Background: an optimization exercise with open tools, aiming at small area. Do not read the settings as production practice. The RTL was checked by simulation tests, not by an equivalence proof against the original design. Power figures rest on the tool's default switching activity, not on a simulated workload.

**design.v**
```verilog
module apb_slave_mem #(
  parameter int APB_AW      = 32,
  parameter int APB_DW      = 8,
  parameter int MEM_DEPTH   = 256,
  parameter int WAIT_CYCLES = 2
) (
  input  logic              PCLK,
  input  logic              PRESET,
  input  logic [APB_AW-1:0] PADDR,
  input  logic              PSEL,
  input  logic              PENABLE,
  input  logic              PWRITE,
  input  logic [APB_DW-1:0] PWDATA,
  output logic [APB_DW-1:0] PRDATA,
  output logic              PREADY,
  output logic              PSLVERR
);
  localparam int IDX_W = $clog2(MEM_DEPTH);
  localparam logic [APB_AW-1:0] DEPTH_A   = APB_AW'(MEM_DEPTH);
  localparam logic [3:0]        WAIT_INIT = 4'(WAIT_CYCLES);
  localparam logic [0:0] ST_IDLE   = 1'b0;
  localparam logic [0:0] ST_ACCESS = 1'b1;
  function automatic logic addr_err(input logic [APB_AW-1:0] a);
    addr_err = (a >= DEPTH_A);
  endfunction
  function automatic logic [IDX_W-1:0] idx_of(input logic [APB_AW-1:0] a);
    idx_of = a[IDX_W-1:0];
  endfunction
  logic [0:0]        state;
  logic [3:0]        cnt;
  logic [APB_AW-1:0] addr_q;
  logic              write_q;
  logic [APB_DW-1:0] wdata_q;
  logic [APB_DW-1:0] mem [MEM_DEPTH];
  logic              setup;
  logic              resp_now;
  logic              complete;
  logic              do_write;
  logic [APB_AW-1:0] rsp_addr;
  logic              rsp_write;
  logic              rsp_err;
  logic [APB_DW-1:0] rsp_rdata;
  always_comb begin
    setup     = (state == ST_IDLE) && PSEL && !PENABLE;
    rsp_addr  = setup ? PADDR  : addr_q;
    rsp_write = setup ? PWRITE : write_q;
    rsp_err   = addr_err(rsp_addr);
    rsp_rdata = rsp_err ? '0 : mem[idx_of(rsp_addr)];
    resp_now  = (setup && (WAIT_CYCLES == 0)) ||
                ((state == ST_ACCESS) && PSEL && !PREADY && (cnt == 4'd1));
    complete  = (state == ST_ACCESS) && PSEL && PREADY;
    do_write  = complete && write_q && !PSLVERR;
  end
  always_ff @(posedge PCLK or posedge PRESET) begin
    if (PRESET) begin
      state   <= ST_IDLE;
      cnt     <= 4'd0;
      PREADY  <= 1'b0;
      PSLVERR <= 1'b0;
      PRDATA  <= '0;
    end else begin
      case (state)
        ST_IDLE: begin
          if (setup) begin
            cnt   <= WAIT_INIT;
            state <= ST_ACCESS;
          end
        end
        default: begin
          if (!PSEL || PREADY) begin
            state   <= ST_IDLE;
            cnt     <= 4'd0;
            PREADY  <= 1'b0;
            PSLVERR <= 1'b0;
          end else if (cnt != 4'd0) begin
            cnt <= cnt - 4'd1;
          end
        end
      endcase
      if (resp_now) begin
        PREADY  <= 1'b1;
        PSLVERR <= rsp_err;
        if (!rsp_write) PRDATA <= rsp_rdata;
      end
    end
  end
  always_ff @(posedge PCLK) begin
    if (setup) begin
      addr_q  <= PADDR;
      write_q <= PWRITE;
      wdata_q <= PWDATA;
    end
  end
  always_ff @(posedge PCLK or posedge PRESET) begin
    if (PRESET) begin
      for (int i = 0; i < MEM_DEPTH; i++) mem[i] <= '0;
    end else if (do_write) begin
      mem[idx_of(addr_q)] <= wdata_q;
    end
  end
endmodule
```
**run.sh**
```bash
#!/bin/bash
# synth_recipe.tcl (not shown) runs the flow's synth.tcl, then flattens the netlist and writes it again
# the make line also repeats each setting of config.mk as NAME=value (left out here)
make -C /OpenROAD-flow-scripts/flow DESIGN_CONFIG=/design/flow/config.mk WORK_HOME=/design/flow/orfs CLKGATE_MAP_FILE= SYNTH_SCRIPT=/design/flow/synth_recipe.tcl finish
```
**config.mk**
```make
export PLATFORM = sky130hd
export DESIGN_NAME = apb_slave_mem
export DESIGN_NICKNAME = apb_slave_mem
export VERILOG_FILES = /design/flow/design.v
export SDC_FILE = /design/flow/constraint.sdc
export NUM_CORES = 4
export LEC_CHECK = 0
export CAP_MARGIN = 40
export CORE_MARGIN = 2
export CORE_UTILIZATION = 30
export PLACE_DENSITY = 0.45
export SLEW_MARGIN = 40
```
**constraint.sdc**
```tcl
create_clock -name core_clock -period 10.0 [get_ports {PCLK}]
set_input_delay 2.0000 -clock core_clock [delete_from_list [all_inputs] [get_ports {PCLK}]]
set_output_delay 2.0000 -clock core_clock [all_outputs]
set_load 0.01 [all_outputs]
```
==> results.toml, run 1 <==
[sta]
timing.final.crit_share_pct = 75.0
worst_pin_slew_ns = 1.07
period_needed_ns = 7.50
clock_skew_ns = 0.0515
hold_ws_ns = 0.448
max_slew_margin_pct = 28.2
rsz0062_at_grt = "no"
finalSetupViolations = 0
clock.fmax_mhz = 133
hold_violations = 0
setup-tns-final_ns = 0
finalMaxSlewViolations = 0

[floorplan]
core-area_um2 = 315000
die_w_um = 566
dieArea_um2 = 320000
dieHeight_um = 566
rows = 206
io_pins = 55
initial_core_util_pct = 30.1

[routing]
post_drt_wl_per_cell_um = 61.7
antenna_left = 0
vias_per_cell = 6.83
drc = 0
first_pass_iters = 8
vias = 83200
wl_mm = 752
drt_iter0_drc = 13900

[critical_path]
critPathLaunchType = "input pin"
cp_max_fo = 84
critPathCaptureType = "flip-flop"
worst_ep_arrival_time_ns = 8.27
path_cells = "clkdlybuf4s50_1 > or3b_4 > inv_12 > buf_4 > mux2i_4 > buf_12 > nor2_1 > a32oi_1 > nand3_1 > nor4_1 > nand4_1 > nor3_1 > a32oi_1"
cp_slowest_cell = "mux2i_4"
crit_path_frequent_cell = "a32oi_1"
critical-path-top-delay-family = "simple AND/OR/NAND/NOR gates"
required_ns = 10.77
worst-setup-path-type = "in2reg"
cpPeakStageDelay_ns = 0.74
cp_num_buf_inv = 4

[grt]
first_global_vias = 76400
gr-total-overflow = 0
grt_pass1_wl_mm = 933
antenna_found_initial = 155
gr-usage-all-layers_pct = 45.7
grt_max_degree = 112

[clock_tree]
cts_setup_buffers = 0
worstSkewPairLatency_ns = 0.94
cts_max_path_buffers = 4
cts.sinks = 2104
cts_tree = "built"
cts_htree_levels = 5
numCtsBuffers = 264
hold_buffers = 0
cts_root_buf = "clkbuf_16"
post_cts.resized_instances = 0
clk_pin_slew_worst_paths_ns = 0.06

[yosys]
synth_nets = 7372
synth_ff_type = "dfrtp_1"
syn_area_per_cell_um2 = 12.9
async_flop_share_pct = 98.1
synth_edf_count = 8
syn-instance-count = 7325
synth_area_um2 = 94800
ys_seq_elements = 2104
ys_types = 76
synth.yosys.seq_area_share_pct = 55.4
ys_warn_count = 2

[finish]
fin_util_pct = 36.9
nNetsFinal = 7805
drive_above_1_share_pct = 44.6
synthToLayoutAreaGrowth_pct = 22.5

[power_and_ir_drop]
p_total_mw = 20.8
ir_drop_uv = 107
p_leak_nw = 52.4
power_density_nw_per_um2 = 179

[worst_hold_path]
hold_path.class = "reg2reg"

[placed_design]
dp.final_hpwl_mm = 538
portBuffers = 54
globalplace.congestion = 1.07

[job]
max-cap-violations = 0

[outcome]
status = "finished clean"
-- logic make-up (layout without fill, tap and decap cells) --
family,after synthesis,in the layout,synth area share (%)
AOI/OAI and AO/OA,1323,1323,10.8
xor gates and xnor gates,5,5,0.0462
adders and majority gates,2,2,0.0264
buffers and inverters,616,1241,2.55
DFF,2104,2104,55.4
muxes,2110,2110,25.1
other,0,74,0
and+or+nand+nor,1165,1165,6.08
-- report_power, final --
group          internal, mW  switching [mW]  leakage (nW)
clock network          5.62            4.19          4.20
logic                 0.393            2.03          19.0
registers              8.57          0.0419          29.2
-- area by class of cell --
class	count	area (µm²)
Antenna cell	74	185
Clock buffer	394	7840
Clock inverter	64	661
Fill cell	30400	199000
Inverter	14	68.8
Multi-Input combinational cell	4605	42200
Sequential cell	2104	52500
Tap cell	4160	5200
Timing Repair Buffer	769	7450
-- per-layer routing --
layer / wire, µm / global-route usage, %
met5: 291 / 0
met4: 72300 / 36.6
met3: 90800 / 17.4
met2: 299000 / 62.4
met1: 290000 / 57.3
-- stage by stage --
step           area, µm²  std cells  setup slack [ns]
2_1_floorplan      94800       7325            -20.65
3_3_place_gp      104000      11500             0.913
3_5_place_dp      107000      11600              2.01
4_1_cts           116000      12100              2.94
5_1_grt           116000      12100              2.78
6_report          116000      12200              2.50
-- worst register-to-register path: cells and delay by family, from the launching register on --
| kind | cells | cell delay (ns) |
|---|---|---|
| AOI/OAI and AO/OA | 2 | 0.87 |
| buffers and inverters | 3 | 1.28 |
| DFF | 1 | 0.50 |
| muxes | 1 | 0.76 |
| and+or+nand+nor | 6 | 2.85 |
-- registers in the layout, indices dropped and copies added, names as in the netlist --
signal / cells
wdata_q: 8
PSLVERR: 1
PRDATA: 8
PREADY: 1
mem: 2048
state: 1
addr_q: 32
write_q: 1
cnt: 4
-- path summary, 6_finish.rpt --
check	to	slack (ns)	cells after the start	startpoint
max	PRDATA[5]	2.50	13	PSEL
min	addr_q[23]	0.45	2	addr_q[23]
max reg2reg	PRDATA[5]	3.59	12	state
min reg2reg	addr_q[23]	0.45	2	addr_q[23]
max in group asynchronous	mem[218][7]	6.29	6	PRESET
min in group asynchronous	mem[168][7]	1.51	2	PRESET
-- Yosys cell counts, types with 82 or more instances --
cell | instances | area, µm²
mux2_2 | 2067 | 23300
dfrtp_1 | 2063 | 51600
a22oi_1 | 511 | 3840
clkbuf_1 | 469 | 1760
nor2_1 | 433 | 1630
nand2_1 | 202 | 758
nand3_1 | 175 | 876
a32oi_1 | 167 | 1460
o22ai_1 | 167 | 1040
a222oi_1 | 109 | 1090
nand4_1 | 98 | 613
buf_1 | 82 | 308
-- cell usage in the layout (no fill, tap or decap), types with 80 or more instances in the layout --
| master | count |
|---|---|
| nor2_4 | 106 |
| mux2_2 | 2052 |
| nor2_1 | 245 |
| a22o_1 | 80 |
| dfrtp_1 | 2063 |
| nand3_1 | 173 |
| clkbuf_16 | 271 |
| buf_4 | 558 |
| o22ai_1 | 144 |
| nor2_2 | 83 |
| a32oi_1 | 164 |
| a222oi_1 | 109 |
| nand2_1 | 189 |
| nand4_1 | 98 |
| a22oi_1 | 501 |
==> inputs of run 2 (changes only) <==
==> design.v (replaced) <==
module apb_slave_mem (
  input  logic        PCLK,
  input  logic        PRESET,
  input  logic [31:0] PADDR,
  input  logic        PSEL,
  input  logic        PENABLE,
  input  logic        PWRITE,
  input  logic [7:0]  PWDATA,
  output logic [7:0]  PRDATA,
  output logic        PREADY,
  output logic        PSLVERR
);
  localparam int NG = 86;
  logic       acc1, acc2;           
  logic       setup;
  logic       write_q;
  logic [7:0] wdata_q;
  logic [6:0] g_q;
  logic [1:0] o_q;
  logic [1:0] ph;
  logic [1:0] clr;                  
  logic       clearing;
  logic       pend;
  logic [6:0] pend_g;
  logic [1:0] pend_o;
  logic [7:0] pend_d;
  assign setup    = !acc1 && !acc2 && !PREADY && PSEL && !PENABLE;
  assign clearing = (clr != 2'd0);
  logic [7:0] a_idx;
  logic [6:0] a_g;
  logic [1:0] a_o;
  assign a_idx = PADDR[7:0];
  always_comb begin
    a_g = 7'(a_idx / 8'd3);
    a_o = 2'(a_idx % 8'd3);
  end
  always_ff @(posedge PCLK or posedge PRESET) begin
    if (PRESET) begin
      acc1   <= 1'b0;
      acc2   <= 1'b0;
      PREADY <= 1'b0;
    end else begin
      acc1   <= setup;
      acc2   <= acc1 && PSEL;
      PREADY <= acc2 && PSEL;
    end
  end
  always_ff @(posedge PCLK) begin
    if (setup) begin
      PSLVERR <= |PADDR[31:8];
      write_q <= PWRITE;
      wdata_q <= PWDATA;
      g_q     <= a_g;
      o_q     <= a_o;
    end
  end
  always_ff @(posedge PCLK or posedge PRESET) begin
    if (PRESET) begin
      ph  <= 2'd0;
      clr <= 2'd3;
    end else begin
      ph  <= (ph == 2'd2) ? 2'd0 : ph + 2'd1;
      if (clearing) clr <= clr - 2'd1;
    end
  end
  logic complete_wr;
  logic aligned;      
  logic commit;
  assign complete_wr = PREADY && PSEL && write_q && !PSLVERR;
  assign aligned     = (pend_g == 7'(NG - 1)) ||
                       (pend_o == ((ph == 2'd2) ? 2'd0 : ph + 2'd1));
  assign commit      = pend && aligned;
  always_ff @(posedge PCLK or posedge PRESET) begin
    if (PRESET) begin
      pend <= 1'b0;
    end else begin
      if (complete_wr) pend <= 1'b1;
      else if (commit) pend <= 1'b0;
    end
  end
  always_ff @(posedge PCLK) begin
    if (complete_wr) begin
      pend_g <= g_q;
      pend_o <= o_q;
      pend_d <= wdata_q;
    end
  end
  logic [7:0] wbus;
  logic [7:0] tap [NG];
  assign wbus = clearing ? 8'd0 : pend_d;
  genvar g;
  generate
    for (g = 0; g < NG - 1; g++) begin : grp
      logic [7:0] s0, s1, s2;
      logic       we;
      assign we = clearing || (commit && pend_g == 7'(g));
      always_ff @(posedge PCLK) begin
        s0 <= we ? wbus : s2;
        s1 <= s0;
        s2 <= s1;
      end
      assign tap[g] = s0;
    end
    begin : last
      logic [7:0] s0;
      logic       we;
      assign we = clearing || (commit && pend_g == 7'(NG - 1));
      always_ff @(posedge PCLK) begin
        if (we) s0 <= wbus;
      end
      assign tap[NG-1] = s0;
    end
  endgenerate
  logic [6:0] r_g;
  logic [1:0] r_o;
  logic       r_err;
  logic       r_hit;
  logic       r_load;
  logic [7:0] r_data;
  always_comb begin
    r_g    = setup ? a_g : g_q;
    r_o    = setup ? a_o : o_q;
    r_err  = setup ? (|PADDR[31:8]) : PSLVERR;
    r_hit  = pend && (pend_g == r_g) && (pend_o == r_o);
    r_load = (setup || acc1 || acc2) && ((r_g == 7'(NG - 1)) || (r_o == ph));
    if (r_err || (clearing && !r_hit)) r_data = 8'd0;
    else if (r_hit)                    r_data = pend_d;
    else                               r_data = tap[r_g];
  end
  always_ff @(posedge PCLK) begin
    if (r_load) PRDATA <= r_data;
  end
endmodule
==> run 2 against run 1 <==
Synthesized area fell by 35%; first-iteration DRC count down 65%; hold slack worse by 0.18 ns; cell area is 38% lower; critical path type unchanged; largest cell class unchanged.
==> results.toml, run 2 <==
[placed_design]
portBuffers = 54
placement.cell_area_um2 = 65200
globalplace.congestion = 0.941
dp.cells = 8036
dp.final_hpwl_mm = 153

[yosys]
synth_area_um2 = 61200
yosys-top-cells-area = "dfxtp_1 67%, nand3_1 4.8%, a21oi_1 4.7%"
synth.yosys.seq_area_share_pct = 69.5
synth_ff_type = "dfxtp_1"
syn_area_per_cell_um2 = 11.0
synth_nets = 5600
syn-instance-count = 5552
ys_warn_count = 2
synth_common_cells = "2,050 x dfxtp_1, 732 x nand2_1, 593 x nand3_1"
ys_seq_elements = 2100
synth_edf_count = 42
synth_top_area_share_pct = 67.1
ys_types = 107
synth_top_area_cell = "dfxtp_1"
async_flop_share_pct = 0.381
post-synth-top-count-cell = "dfxtp_1"

[floorplan]
dieArea_um2 = 208000
initial_core_util_pct = 30.2
rows = 165
die_w_um = 456
io_pins = 55
core-area_um2 = 203000
dieHeight_um = 456

[finish]
mostFrequentLayoutCell = "dfxtp_1"
nNetsFinal = 5623
synthToLayoutAreaGrowth_pct = 18.4
fin_cells = 8432
final_cell_mix = "2,050 x dfxtp_1, 731 x nand2_1, 593 x nand3_1"
layout_top_registers = "grp.s0 (680), grp.s1 (680), grp.s2 (680)"
drive_above_1_share_pct = 10.7
final_area_um2 = 72400

[sta]
finalMaxSlewViolations = 0
setup-tns-final_ns = 0
hold_violations = 0
hold_ws_ns = 0.266
period_needed_ns = 8.00
rsz0062_at_grt = "no"
clock_skew_ns = 0.0863
worst_pin_slew_ns = 0.942
timing.final.crit_share_pct = 80.0
finalSetupViolations = 0
clock.fmax_mhz = 125
max_slew_margin_pct = 37.2

[outcome]
status = "finished clean"

[clock_tree]
cts_htree_levels = 4
cts_max_path_buffers = 3
worstSkewPairLatency_ns = 0.88
cts_tree = "built"
cts.sinks = 2100
cts_setup_buffers = 0
clk_pin_slew_worst_paths_ns = 0.06
numCtsBuffers = 208
post_cts.resized_instances = 0
hold_buffers = 0
cts_root_buf = "clkbuf_16"

[critical_path]
cpPeakStageDelay_ns = 0.94
critical-path-top-delay-family = "compound AO/OA/AOI/OAI gates"
path_cells = "clkdlybuf4s50_1 > buf_4 > and2b_1 > a221o_1 > o2bb2ai_1 > or2_1 > ha_1 > buf_4 > a221oi_1 > and3_1 > a21oi_1 > inv_1 > ha_1 > nor3_1 > a22o_2 > nor3_1 > or2_1 > and3_1 > a2111oi_0 > a31oi_1 > a221o_1"
critPathLaunchType = "input pin"
critPathCaptureType = "flip-flop"
worst_ep_arrival_time_ns = 8.58
worst-setup-path-type = "in2reg"
required_ns = 10.58
cp_slowest_cell = "clkdlybuf4s50_1"
cp_num_buf_inv = 4
cp_max_fo = 19

[routing]
antenna_left = 0
first_pass_iters = 7
post_drt_wl_per_cell_um = 28.5
vias_per_cell = 5.14
drc = 0
drt_iter0_drc = 4857
wl_mm = 241
vias = 43300

[grt]
grt_max_degree = 152
antenna_found_initial = 17
grt_pass1_wl_mm = 336
gr-usage-all-layers_pct = 22.5
gr-total-overflow = 0
first_global_vias = 42300

[power_and_ir_drop]
p_leak_nw = 26.4
ir_drop_uv = 170
power_density_nw_per_um2 = 237

[job]
max-cap-violations = 0

[worst_hold_path]
hold_path.class = "reg2reg"
## run 2: changes by cell type after synthesis, moves of 155 or more
cell	previous run	this run
a22oi_1	511	104
a32oi_1	167	12
o22ai_1	167	10
nor2_1	433	217
nand2_1	202	732
a21oi_1	53	574
nand3_1	175	593
dfrtp_1	2063	6
dfxtp_1	33	2050
mux2_2	2067	0
## run 2: logic make-up after synthesis
kind of cell / Yosys count / share of synthesized area [%]
DFF: 2100 / 69.5
and+or+nand+nor: 1781 / 13.4
AOI/OAI and AO/OA: 1076 / 11.4
buffers and inverters: 412 / 2.76
muxes: 159 / 2.60
xor gates and xnor gates: 21 / 0.313
adders and majority gates: 3 / 0.0613
## run 2: layout make-up
cell class	count	area (µm²)
fillers	20000	130000
flip-flops and latches	2100	42500
multi-input cells	3040	17500
clock buffers	313	6190
well taps	2672	3340
repair buffers	210	1880
clock inverters	76	973
inverters	15	63.8
diodes	6	15.0
## run 2: power by group
group / switching [mW] / total (mW) / internal (mW)
Combinational: 0.516 / 0.673 / 0.156
Clock: 3.43 / 8.01 / 4.58
Sequential: 0.0460 / 8.46 / 8.41
Total: 3.99 / 17.1 / 13.1
## run 2: routing by layer
| layer | track usage [%] | wire, µm | vias to the layer above |
|---|---|---|---|
| met1 | 32.2 | 111000 | 21800 |
| met5 | 0 | 0 | - |
| met2 | 33.5 | 103000 | 1740 |
| met4 | 8.01 | 8820 | 0 |
| li1 | - | - | 19400 |
| met3 | 4.42 | 17400 | 408 |
## run 2: through the flow
step / power [mW] / setup slack [ns] / utilization (%)
2_1_floorplan: 8.91 / 3.33 / -
3_3_place_gp: 9.29 / 1.24 / 32.1
3_5_place_dp: 9.29 / 1.25 / 32.2
4_1_cts: 17.2 / 2.15 / 35.7
5_1_grt: 17.6 / 1.69 / 35.8
6_report: 17.1 / 2.00 / 35.8
## run 2: path summary, 6_finish.rpt
path / startpoint / depth (start not counted) / slack (ns) / endpoint
max in group asynchronous: PRESET / 2 / 8.08 / clr[0]
hold reg to reg: grp[44].s1[2] / 0 / 0.27 / grp[44].s2[2]
min in group asynchronous: PRESET / 2 / 1.51 / pend
setup reg to reg: PREADY / 11 / 4.45 / PRDATA[5]
hold / removal: grp[44].s1[2] / 0 / 0.27 / grp[44].s2[2]
setup / recovery: PADDR[4] / 21 / 2.00 / PRDATA[6]

-- static timing again, ports no longer ideal --
How much do the figures lean on ideal ports? The routed layouts below were timed once more, with nothing changed but the port constraints.
Step 1 assumes that a clkbuf_16 drives the clock port and a buf_2 every other input.
Step 2 times the ports against the registers' clock, not the clock port: input delays grow and output delays shrink by t, the midpoint of the rising clock arrivals with the driver on.
Slacks: ideal / step 1 / step 2; pairs: ideal / step 1.
| run | t, ns | slack for setup (ns) | worst hold slack (ns) | worst data-port slew with drivers (ns) |
|---|---|---|---|---|
| run 1 | 1.014 | 2.500 / 2.573 / 1.559 | 0.448 / 0.448 / 0.448 | 0.08 |
| run 2 | 0.929 | 1.999 / 2.014 / 1.084 | 0.266 / 0.266 / 0.266 | 0.14 |
After both steps setup and hold are still met in every run listed. The setup slack of run 1, which loses most, moves by +0.073 ns with the drivers and by -0.941 ns with both steps.
